This design comes from an exercise in tuning for small area on the open sky130 flow, not from production work. The RTL was checked by simulation tests, not by an equivalence proof against the original design. Power figures rest on the tool's default switching activity, not on a simulated workload.

==> flow/design.v <==
module core_btb (
  input  logic        clk,
  input  logic        rst,
  input  logic [31:0] pc_in,
  input  logic        pc_go,
  input  logic        update_v,
  input  logic [31:0] update_pc,
  input  logic [31:0] update_target,
  input  logic [1:0]  update_type,
  input  logic        update_taken,
  input  logic        update_kill,
  output logic        btb_v,
  output logic [1:0]  btb_type,
  output logic [31:0] btb_target,
  output logic [31:0] ras_target
);
  localparam logic [1:0] BR  = 2'b00;
  localparam logic [1:0] JAL = 2'b10;
  localparam logic [1:0] JR  = 2'b11;
  logic [15:0] r_valid;
  logic [25:0] r_tag    [16];
  logic [1:0]  r_type   [16];
  logic [1:0]  r_ctr    [16];
  logic [31:0] r_target [16];
  logic [31:0] r_stack  [4];
  logic [1:0]  r_top;
  logic [2:0]  r_cnt;
  logic        w_unused;
  assign w_unused = &{1'b0, pc_in[1:0], update_pc[1:0]};
  logic [15:0] w_sel, w_usel;
  always_comb begin
    for (int i = 0; i < 16; i++) begin
      w_sel[i]  = (pc_in[5:2] == 4'(i));
      w_usel[i] = (update_pc[5:2] == 4'(i));
    end
  end
  logic [25:0] w_tag;
  logic [1:0]  w_type;
  logic        w_ctr1;
  logic [31:0] w_target;
  logic        w_valid;
  always_comb begin
    w_tag = '0; w_type = '0; w_ctr1 = 1'b0; w_target = '0; w_valid = 1'b0;
    for (int i = 0; i < 16; i++) begin
      w_tag    = w_tag    | ({26{w_sel[i]}} & r_tag[i]);
      w_type   = w_type   | ({2{w_sel[i]}}  & r_type[i]);
      w_ctr1   = w_ctr1   | (w_sel[i] & r_ctr[i][1]);
      w_target = w_target | ({32{w_sel[i]}} & r_target[i]);
      w_valid  = w_valid  | (w_sel[i] & r_valid[i]);
    end
  end
  logic [25:0] w_utag;
  logic [1:0]  w_uctr;
  logic        w_uvalid;
  always_comb begin
    w_utag = '0; w_uctr = '0; w_uvalid = 1'b0;
    for (int i = 0; i < 16; i++) begin
      w_utag   = w_utag   | ({26{w_usel[i]}} & r_tag[i]);
      w_uctr   = w_uctr   | ({2{w_usel[i]}}  & r_ctr[i]);
      w_uvalid = w_uvalid | (w_usel[i] & r_valid[i]);
    end
  end
  logic w_hit, w_nonempty, w_push, w_pop;
  assign w_hit      = w_valid && (w_tag == pc_in[31:6]);
  assign w_nonempty = (r_cnt != 3'd0);
  assign w_push     = pc_go && w_hit && (w_type == JAL);
  assign w_pop      = pc_go && w_hit && (w_type == JR) && w_nonempty;
  assign btb_type   = w_hit ? w_type : 2'b00;
  assign btb_target = w_hit ? w_target : 32'h0;
  assign btb_v      = w_hit && (w_type[0] ? (w_type[1] ? w_nonempty : 1'b1)
                                          : (w_type[1] ? 1'b1 : w_ctr1));
  always_comb begin
    ras_target = '0;
    for (int k = 0; k < 4; k++)
      ras_target = ras_target | ({32{w_nonempty && (r_top == 2'(k))}} & r_stack[k]);
  end
  logic w_umatch, w_br, w_upd, w_alloc_ok, w_data_we, w_ctr_we;
  logic [1:0] w_ctr_new;
  assign w_umatch   = w_uvalid && (w_utag == update_pc[31:6]);
  assign w_br       = (update_type == BR);
  assign w_upd      = !update_kill && update_v;
  assign w_alloc_ok = w_upd && (!w_br || update_taken);
  assign w_data_we  = w_alloc_ok || (w_upd && w_umatch);
  assign w_ctr_we   = w_upd && w_br && (w_umatch || update_taken);
  always_comb begin
    if (!w_umatch)                            w_ctr_new = 2'b10;
    else if (update_taken && w_uctr != 2'b11)  w_ctr_new = w_uctr + 2'b01;
    else if (!update_taken && w_uctr != 2'b00) w_ctr_new = w_uctr - 2'b01;
    else                                       w_ctr_new = w_uctr;
  end
  always_ff @(posedge clk) begin
    for (int i = 0; i < 16; i++) begin
      if (w_alloc_ok && w_usel[i]) r_tag[i] <= update_pc[31:6];
      if (w_data_we && w_usel[i]) begin
        r_type[i]   <= update_type;
        r_target[i] <= update_target;
      end
      if (rst) begin
        r_valid[i] <= 1'b0;
        r_ctr[i]   <= 2'b00;
      end else begin
        if ((update_kill || w_alloc_ok) && w_usel[i]) r_valid[i] <= !update_kill;
        if (w_ctr_we && w_usel[i])                    r_ctr[i]   <= w_ctr_new;
      end
    end
  end
  logic [1:0] w_top_inc;
  logic       w_full;
  assign w_top_inc = r_top + 2'd1;
  assign w_full    = r_cnt[2];
  always_ff @(posedge clk) begin
    for (int k = 0; k < 4; k++)
      if (w_top_inc == 2'(k) && (w_push || !w_full)) r_stack[k] <= pc_in + 32'd4;
    if (rst) begin
      r_top <= 2'd0;
      r_cnt <= 3'd0;
    end else if (w_push) begin
      r_top <= w_top_inc;
      if (!w_full) r_cnt <= r_cnt + 3'd1;
    end else if (w_pop) begin
      r_top <= r_top - 2'd1;
      r_cnt <= r_cnt - 3'd1;
    end
  end
endmodule
export LEC_CHECK = 0
export CAP_MARGIN = 20
export CORE_MARGIN = 2
export CORE_UTILIZATION = 40
export PLACE_DENSITY = 0.75
export SLEW_MARGIN = 20
create_clock -name core_clock -period 6.5 [get_ports {clk}]
standard.sh (not shown) runs the stock make flow with config.mk's settings and CLKGATE_MAP_FILE= SYNTH_SCRIPT=/design/flow/synth_recipe.tcl, a recipe that flattens the netlist after the stock synthesis.
==> flow/flow/run.sh <==
#!/bin/bash
# Own layout flow: the standard ORFS flow (standard.sh) with these changes:
#  - Yosys's ABC mapping script is replaced by a delay-oriented mapping without ORFS's extra
#    restructuring rounds and buffering (flow/abc.script); registers map exactly as in the
#    standard synthesis, which only runs ABC on the combinational logic;
#  - the floorplan step skips its pre-placement timing repair (REMOVE_ABC_BUFFERS=1; the mapped
#    netlist holds no buffers to remove);
#  - every input and output port still gets a buffer, but a plain buf_2 instead of the clock
#    delay cell buffer_ports picks by default;
set -euo pipefail
here=$(pwd)
rm -rf "$here/scripts_local"
cp -r "$FLOW_HOME/scripts" "$here/scripts_local"
cp "$here/flow/abc.script" "$here/scripts_local/abc_speed.script"
export SCRIPTS_DIR="$here/scripts_local"
export REMOVE_ABC_BUFFERS=1
export BUFFER_PORTS_ARGS="-buffer_cell sky130_fd_sc_hd__buf_2"
export CTS_ARGS="-sink_clustering_enable -repair_clock_nets -dont_use_dummy_load -buf_list sky130_fd_sc_hd__clkbuf_8 -sink_clustering_size 16 -sink_clustering_max_diameter 60"
bash standard.sh > "$here/orfs_make.log" 2>&1
==> flow/flow/abc.script <==
&get -n
&st
&dch
&nf
&put
topo
Change:
--- a/flow/flow/run.sh
+++ b/flow/flow/run.sh
@@ -6,2 +5,0 @@
-#  - the floorplan step skips its pre-placement timing repair (REMOVE_ABC_BUFFERS=1; the mapped
-#    netlist holds no buffers to remove);
@@ -9,0 +8,11 @@
+#  - clock tree synthesis uses clkbuf_8 buffers, sink clusters of up to 16 flip-flops within
+#    60 um, and no dummy loads.
+# All make/ORFS output goes to orfs_make.log here and ORFS's own logs under orfs/logs.
+# Own layout flow: the standard ORFS flow (standard.sh) with three changes:
+#  - Yosys's ABC mapping script is replaced by a delay-oriented mapping without ORFS's extra
+#    restructuring rounds and buffering (flow/abc.script); registers map exactly as in the
+#    standard synthesis, which only runs ABC on the combinational logic;
+#  - every input and output port still gets a buffer, but a plain buf_2 instead of the clock
+#    delay cell buffer_ports picks by default;
+#  - clock tree synthesis runs with ORFS's arguments plus -dont_use_dummy_load.
+# All make/ORFS output goes to orfs_make.log here and ORFS's own logs under orfs/logs.
@@ -16 +24,0 @@
-export REMOVE_ABC_BUFFERS=1
What happened: First-iteration DRC count drops by a little under a tenth; critical path depth goes up by 1; maximum frequency grows slightly; hold slack loses 8.6 ps; via count climbs slightly; worst setup slack is better by 38 ps; final area went up slightly; sequential power stays flat; register-to-register slack gains 100 ps; power came out higher slightly.
Change:
--- a/flow/flow/run.sh
+++ b/flow/flow/run.sh
@@ -5,0 +6,2 @@
+#  - the floorplan step skips its pre-placement timing repair (REMOVE_ABC_BUFFERS=1; the mapped
+#    netlist holds no buffers to remove);
@@ -8,11 +9,0 @@
-#  - clock tree synthesis uses clkbuf_8 buffers, sink clusters of up to 16 flip-flops within
-#    60 um, and no dummy loads.
-# All make/ORFS output goes to orfs_make.log here and ORFS's own logs under orfs/logs.
-# Own layout flow: the standard ORFS flow (standard.sh) with three changes:
-#  - Yosys's ABC mapping script is replaced by a delay-oriented mapping without ORFS's extra
-#    restructuring rounds and buffering (flow/abc.script); registers map exactly as in the
-#    standard synthesis, which only runs ABC on the combinational logic;
-#  - every input and output port still gets a buffer, but a plain buf_2 instead of the clock
-#    delay cell buffer_ports picks by default;
-#  - clock tree synthesis runs with ORFS's arguments plus -dont_use_dummy_load.
-# All make/ORFS output goes to orfs_make.log here and ORFS's own logs under orfs/logs.
@@ -24,0 +16 @@
+export REMOVE_ABC_BUFFERS=1
CORE_UTILIZATION = 45   (was 40)
What happened:
- worst setup slack gets better by 26 ps
- non-clock buffer count rises by 16
- final area falls by about 0.7%
- critical path depth rises by 1
- first-iteration DRC count rises by 0.57%
- final cell count falls by about 4%
- wire length rises by 1.8%
- die area falls by 11%

==> afterwards: timing with drivers on the ports <==
The results above use ideal ports. As a check the final layouts listed here were re-extracted and re-timed, cells and wires unchanged. Step 1: set_driving_cell puts a clkbuf_16 on clk and a buf_2 on each other input, an assumption about the parent block. Step 2 times the ports against the registers' clock, not the clock port: input delays grow and output delays shrink by t, the midpoint of the rising clock arrivals with the driver on. Slacks: ideal ports / drivers / drivers and shift; pairs: ideal ports / drivers.
run | t (ns) | setup slack, ns | hold WS [ns] | worst setup path at the end
the first run | 0.778 | 0.103 / 0.065 / 0.065 | 0.510 / 0.510 / 0.510 | input to output
the second run | 0.780 | 0.141 / 0.116 / 0.116 | 0.502 / 0.502 / 0.502 | input to output
the third run | 0.762 | 0.167 / 0.143 / -0.009 | 0.509 / 0.509 / 0.509 | input to register
With both steps, setup timing fails in the third run, where it was met with ideal ports. For the third run, which loses most, drivers alone change the setup slack by -0.024 ns; drivers and shift together by -0.176 ns.
